Source: an optimization exercise on an open RTL-to-GDS flow (aim: small area, a short achievable clock period and few clock cycles). Production flows keep margins and buffers that such runs may drop. The RTL was checked by simulation tests, not by an equivalence proof against the original design.

Design invoice_amount_parser, start of the top module:
module invoice_amount_parser #(
	parameter int MAX_DIGITS = MAX_DIGITS_DEF
) (
	input  logic               clk,
	input  logic               arst_n,
	input  logic               in_valid,
	output logic               in_stall,
	input  logic [CHAR_W-1:0]  character,
	input  logic               last_char,
	output logic               out_valid,
	input  logic               out_stall,
	output logic [1:0]         status,
	output logic [SAT_W-1:0]   satoshis,
	output logic [FLASH_W-1:0] flash_count
);
Size in the first run: ~79 I/O pins, ~8200 sq um of cells after synthesis.
export LEC_CHECK = 0
export CAP_MARGIN = 20
export CORE_MARGIN = 2
export CORE_UTILIZATION = 60
export CTS_BUF_LIST = sky130_fd_sc_hd__clkbuf_4 sky130_fd_sc_hd__clkbuf_8
export SLEW_MARGIN = 20
create_clock -name core_clock -period 9.0 [get_ports {clk}]
standard.sh (not shown) runs the stock make flow with config.mk's settings and CLKGATE_MAP_FILE= SYNTH_SCRIPT=/design/flow/synth_recipe.tcl, a recipe that flattens the netlist after the stock synthesis.
==> flow/flow/run.sh <==
#!/bin/bash
set -euo pipefail
M=5.6
bash standard.sh "SETUP_SLACK_MARGIN=$M" \
  "BUFFER_PORTS_ARGS=-buffer_cell sky130_fd_sc_hd__buf_1" \
  "CTS_ARGS=-sink_clustering_enable -repair_clock_nets -dont_use_dummy_load -buf_list {sky130_fd_sc_hd__clkbuf_4 sky130_fd_sc_hd__clkbuf_8}" \
  finish > make_finish.log 2>&1
Testbench counts at the start, summed over its fixed seeds: cycles 33,131.
Edit:
--- a/flow/design.v
+++ b/flow/design.v
@@ -123,16 +123,19 @@
 	logic       accept, ir_v_n, ir_dig_n;
 	assign accept   = in_valid && !stall_q;
 	logic dec, pending, can_load, load, proc, fresh;
 	assign dec      = ended_q || (ph_q == PH_DONE);
 	assign pending  = dec && !loaded_q;
 	assign can_load = !active_q && !ov_q;
-	logic load_q, fresh_q, blocked_q;
-	assign load     = load_q;
-	assign fresh    = fresh_q;
-	assign proc     = ir_v && !blocked_q;
+	assign load     = pending && can_load;
+	assign fresh    = ended_q && (loaded_q || load);
+	logic blocked;
+	assign blocked  = (ended_q && !loaded_q && !load) ||
+	                  (ir_dig && !fresh && (ph_q == PH_DIG) && (cnt_q >= 4'd4) &&
+	                   (cnt_q < 4'(MAX_DIGITS)) && (active_q || ov_q));
+	assign proc     = ir_v && !blocked;
 	logic [1:0]  ph_b, ph_n;
 	logic [3:0]  cnt_b, sig_b, cnt_n;
 	logic        ug_b;
 	logic        in_run, take, ovf_set, unit_hit, pop;
 	logic        ended_n, loaded_n;
 	assign ph_b   = fresh ? PH_SEEK : ph_q;
@@ -281,34 +284,28 @@
 	end
 	always_ff @(posedge clk or negedge arst_n) begin
 		if (!arst_n) begin
 			active_q <= 1'b0;
 			ov_q     <= 1'b0;
 			stall_q  <= 1'b0;
-			load_q   <= 1'b0;
-			fresh_q  <= 1'b1;
-			blocked_q <= 1'b0;
 		end else begin
 			active_q <= active_n;
 			ov_q     <= ov_n;
 			stall_q  <= ir_v_n && blocked_n;
-			load_q   <= load_n;
-			fresh_q  <= fresh_n;
-			blocked_q <= blocked_n;
 		end
 	end
 	logic [56:0] h_a, h_s;
 	logic [3:0]  h_d;
 	logic step_x, ok_x, g_x, dz_x;
 	logic [2:0] kld_x;
 	assign step_x    = active_n && !(kz_n && zz_n);
 	assign pending_x = (ended_n || (ph_x == PH_DONE)) && !loaded_n;
 	logic [1:0] st_x;
 	assign st_x      = f_status(ph_x, cnt_n, ug_x);
 	assign ok_x      = (st_x == ST_OK);
-	assign kld_x     = f_pops(ok_x, uk_x, proc ? cnt_b : cnt_q);
+	assign kld_x     = f_pops(ok_x, uk_x, cnt_n);
 	assign g_x       = step_x || (pending_x ? (ok_x && accj_x) : accj_x);
 	assign dz_x      = step_x ? kz_n : (pending_x && (kld_x == 3'd0));
 	assign h_a = acc_q;
 	assign h_d = dz_q ? 4'd0 : l_q[15:12];
 	iap_mul10_add #(.W(57)) u_h (.a(h_a), .d(h_d), .s(h_s));
 	always_ff @(posedge clk or negedge arst_n) begin
The new run passed the timing, DRC and antenna checks.
Setup slack is worse by 0.057 ns.
Global-route usage rose by 1.5 points.
Design area rose by 1.9%.
Area after synthesis rose by 2.7%.
Sequential share of layout area fell by 1.6 points.
Routed wire length rose by 10%.
Clock-buffer cell count stays the same.
Non-clock buffer count fell by 5.
Worst hold slack is better by 0.0057 ns.
Synthesized cell count rose by 8.5%.
Testbench counts after the change, summed over its fixed seeds: cycles 33,131.

==> re-timing with driven ports <==
How much do the figures lean on ideal ports? The routed layouts below were timed once more, with nothing changed but the port constraints. Step 1 (the two cells are an assumption about what drives the block):
set clk [get_ports {clk}]
set_driving_cell -lib_cell sky130_fd_sc_hd__clkbuf_16 $clk
set_driving_cell -lib_cell sky130_fd_sc_hd__buf_2 [delete_from_list [all_inputs] $clk]
Step 2 moves the port delays by t, midway between the first and last clock arrival at a register: inputs arrive t later, outputs are due t later. That takes back most of the time a late clock gives input paths. Three values: no drivers, after step 1, after step 2; two values: the first two.
| run | t, ns | setup WS [ns] | latest minus earliest clock arrival (ns) | worst slew at a driven data input, ns |
|---|---|---|---|---|
| the first run | 0.465 | 5.759 / 5.759 / 5.750 | 0.025 / 0.025 | 0.03 |
| the second run | 0.454 | 5.702 / 5.702 / 5.702 | 0.016 / 0.017 | 0.03 |
After both steps setup and hold are still met in every run listed. For the first run, which loses most, drivers alone change the setup slack by 0.000 ns; drivers and shift together by -0.009 ns.
